From an optimization exercise on the open Yosys and OpenROAD flow, aimed at small area and a short achievable clock period; shortcuts taken in it are not production practice.
Where RTL was checked, it was by simulation tests only, not by an equivalence proof against the original.

the baseline:
## rgb_to_hsl_converter_core
module rgb_to_hsl_converter_core #(
  parameter int HUE_BITS = 12
) (
  input  logic                clk,
  input  logic                rst,
  input  logic                start,
  output logic                busy,
  input  logic [23:0]         pixel,
  output logic                done,
  output logic [HUE_BITS-1:0] hue,
  output logic [7:0]          saturation,
  output logic [7:0]          lightness,
  output logic                achromatic
);
Size in the first run: ~660 flip-flops, roughly 58 I/O pins.
Settings: LEC_CHECK=0, CAP_MARGIN=20, CORE_MARGIN=2, CORE_UTILIZATION=40, CTS_CLUSTER_DIAMETER=150, CTS_CLUSTER_SIZE=30, SETUP_SLACK_MARGIN=2.85, SLEW_MARGIN=20; clock period 5.2 ns.
run.sh (not shown) runs the stock make flow with config.mk's settings and CLKGATE_MAP_FILE= SYNTH_SCRIPT=/design/flow/synth_recipe.tcl, a recipe that flattens the netlist after the stock synthesis.
Changes in the candidate relative to the baseline:
diff --git a/flow/design.v b/flow/design.v
--- a/flow/design.v
+++ b/flow/design.v
@@ -98,19 +98,17 @@
     sum_c1 <= f2_sum;
     y_c1 <= f2_y;
   end
   logic [9:0] f3_v, f3_jd, f3_r1;
   logic [7:0] f3_den;
   assign f3_v   = {2'b0, d_c1} + {1'b0, d_c1, 1'b0};
   assign f3_jd  = j_c1[0] ? {2'b0, d_c1} : (j_c1[1] ? {1'b0, d_c1, 1'b0} : 10'd0);
   assign f3_r1  = {2'b0, y_c1} + f3_jd;
-  logic [7:0] f3_dx;
-  assign f3_dx  = (sum_c1[7:0] ^ {8{sum_c1[8]}}) - {7'd0, sum_c1[8]};
-  assign f3_den = {f3_dx[7:1], sum_c1[0]};    
+  assign f3_den = sum_c1[8] ? 8'(9'd510 - sum_c1) : sum_c1[7:0];
   logic hq_c2;
   logic [7:0] d_c2;
   logic [9:0] v_c2;
   logic [7:0] den_c2;
   logic [9:0] hr_c2;
   logic s8_c2;
   logic valid_c2;
   always_ff @(posedge clk) begin
@@ -485,23 +483,21 @@
   logic [9:0]  h11_r;
   logic [11:0]  h11_q;
   assign h11_t  = {hr_c12, ~v_c12[1]};
   assign h11_df = {1'b0, h11_t} + {2'b11, v_c12} + 12'd1;
   assign h11_r  = h11_df[11] ? h11_t[9:0] : h11_df[9:0];
   assign h11_q  = {hq_c12, ~h11_df[11]};
   logic h11_gray;
   assign h11_gray = (v_c12 == 10'h3ff);
-  logic [7:0] o_den;
-  logic [7:0] o_light;
-  assign o_den = ~den_c12;
-  assign o_light = ({1'b0, o_den[7:1]} + {7'd0, o_den[0] & ~s8_c12}) ^ {8{s8_c12}};
+  logic [8:0] o_sum;
+  assign o_sum = s8_c12 ? 9'(9'd510 - {1'b0, (~den_c12)}) : {1'b0, (~den_c12)};
   always_ff @(posedge clk) begin
     if (rst) done <= 1'b0;
     else     done <= valid_c12 & ~rst_q;
   end
   always_ff @(posedge clk) begin
     hue        <= h11_gray ? 12'd0 : h11_q;
     saturation <= h11_gray ? 8'd0 : sq_c12;
-    lightness  <= o_light;
+    lightness  <= 8'(({1'b0, o_sum} + 10'd1) >> 1);
     achromatic <= h11_gray;
   end
 endmodule
## What came out
- Looking only at number of non-clock buffers in the layout, and setting everything else aside, the higher value of the baseline and the candidate goes to the candidate.
- Sequential share of layout area down 1.1 points in the candidate wrt the baseline
- From the baseline to the candidate the numbers moved as follows: first-pass GRT wire length climbed about 6%, number of tap instances climbed 1.1%.
- The candidate — synthesized area about 1% higher, the baseline as reference
- The candidate vs the baseline: post-CTS setup buffer count up
- The share of synthesized cell area in full adder, half adder and majority cells was comparable across the baseline and the candidate.
- On fmax: the candidate sits below the baseline.
- The baseline → the candidate: delay of the slowest cell on the worst path increased by 0.34 ns relative to the old numbers, detailed placer's ending HPWL increased by about 4.7% relative to the old numbers, cell area increased by 770 sq um relative to the old numbers.
Only the layout flow was run in the candidate; the RTL was not checked for function there.


rgb_to_hsl_converter_core, a different RTL version from the one above (not shown whole).
Size: ~2,400 cells after synthesis.
export LEC_CHECK = 0
export CAP_MARGIN = 20
export CORE_MARGIN = 2
export CORE_UTILIZATION = 40
export CTS_CLUSTER_DIAMETER = 150
export CTS_CLUSTER_SIZE = 30
export SETUP_SLACK_MARGIN = 2.85
export SLEW_MARGIN = 20
export SYNTH_HIERARCHICAL = 1
create_clock -name core_clock -period 5.2 [get_ports {clk}]
Next try:
--- a/flow/design.v
+++ b/flow/design.v
@@ -1,26 +1,26 @@
 `timescale 1ns / 1ps
 module rhsl_hrow (
   input  logic [10:0] t,
-  input  logic [9:0] v,
-  output logic [9:0] r,
+  input  logic [9:0]  v,
+  output logic [9:0]  r,
   output logic        q
 );
   logic [11:0] df;
   assign df = {1'b0, t} + {2'b11, v} + 12'd1;
   assign q  = ~df[11];
   assign r  = df[11] ? t[9:0] : df[9:0];
 endmodule
 module rhsl_srow (
   input  logic [8:0] t,
   input  logic [7:0] d,
   output logic [7:0] r,
-  output logic        q
+  output logic       q
 );
   logic [9:0] df;
   assign df = {1'b0, t} + {2'b11, d} + 10'd1;
   assign q  = ~df[9];
   assign r  = df[9] ? t[7:0] : df[7:0];
 endmodule
 `timescale 1ns / 1ps
 module rgb_to_hsl_converter_core #(
   parameter int HUE_BITS = 12
@@ -119,21 +119,19 @@
     d_c1 <= f2_d;
     sum_c1 <= f2_sum;
     y_c1 <= f2_y;
   end
   logic [9:0] f3_v, f3_jd, f3_r1;
   logic [7:0] f3_den;
   assign f3_v   = {2'b0, d_c1} + {1'b0, d_c1, 1'b0};
   assign f3_jd  = j_c1[0] ? {2'b0, d_c1} : (j_c1[1] ? {1'b0, d_c1, 1'b0} : 10'd0);
   assign f3_r1  = {2'b0, y_c1} + f3_jd;
-  logic [7:0] f3_dx;
-  assign f3_dx  = (sum_c1[7:0] ^ {8{sum_c1[8]}}) - {7'd0, sum_c1[8]};
-  assign f3_den = {f3_dx[7:1], sum_c1[0]};    
+  assign f3_den = sum_c1[8] ? 8'(9'd510 - sum_c1) : sum_c1[7:0];
   logic hq_c2;
   logic [7:0] d_c2;
   logic [9:0] v_c2;
   logic [7:0] den_c2;
   logic [9:0] hr_c2;
   logic s8_c2;
   logic valid_c2;
   always_ff @(posedge clk) begin
     valid_c2 <= valid_c1 & ~rst_q;
@@ -525,24 +523,22 @@
   logic [9:0]  h11_r;
   logic [11:0]  h11_q;
   assign h11_t  = {hr_c12, ~v_c12[1]};
   logic h11_qb;
   rhsl_hrow u_h11 (.t(h11_t), .v(v_c12), .r(h11_r), .q(h11_qb));
   assign h11_df = {~h11_qb, 11'd0};
   assign h11_q  = {hq_c12, ~h11_df[11]};
   logic h11_gray;
   assign h11_gray = (v_c12 == 10'h3ff);
-  logic [7:0] o_den;
-  logic [7:0] o_light;
-  assign o_den = ~den_c12;
-  assign o_light = ({1'b0, o_den[7:1]} + {7'd0, o_den[0] & ~s8_c12}) ^ {8{s8_c12}};
+  logic [8:0] o_sum;
+  assign o_sum = s8_c12 ? 9'(9'd510 - {1'b0, (~den_c12)}) : {1'b0, (~den_c12)};
   always_ff @(posedge clk) begin
     if (rst) done <= 1'b0;
     else     done <= valid_c12 & ~rst_q;
   end
   always_ff @(posedge clk) begin
     hue        <= h11_gray ? 12'd0 : h11_q;
     saturation <= h11_gray ? 8'd0 : sq_c12;
-    lightness  <= o_light;
+    lightness  <= 8'(({1'b0, o_sum} + 10'd1) >> 1);
     achromatic <= h11_gray;
   end
 endmodule
- non-clock buffer count is lower by 9
- final cell count barely changes
- worst setup slack degrades by 0.0063 ns
- final area stays flat
- register-to-register slack is worse by 0.02 ns
- sequential share of layout area barely changes
- fmax is about the same
- wire length came out lower by about 3%
- die area rose by 1.1%
No functional check of the RTL was part of any run of this note.

[port drivers added, routing unchanged]
How much do the figures lean on ideal ports? The routed layouts below were timed once more, with nothing changed but the port constraints.
Step 1 assumes that a clkbuf_16 drives the clock port and a buf_2 every other input.
Step 2 also shifts input and output timing later by t, the mid clock arrival at the registers, as if the neighbouring blocks saw the same clock.
Three values: no drivers, after step 1, after step 2; two values: the first two.
run	shift t [ns]	slack for setup (ns)	worst setup path after step 2
the baseline	0.639	2.873 / 2.845 / 2.845	input to output
the candidate	0.636	2.768 / 2.768 / 2.768	register to register
the first run of note 2	0.664	2.880 / 2.861 / 2.861	input to output
the second run of note 2	0.642	2.874 / 2.846 / 2.846	input to output
After both steps setup and hold are still met in every run listed.
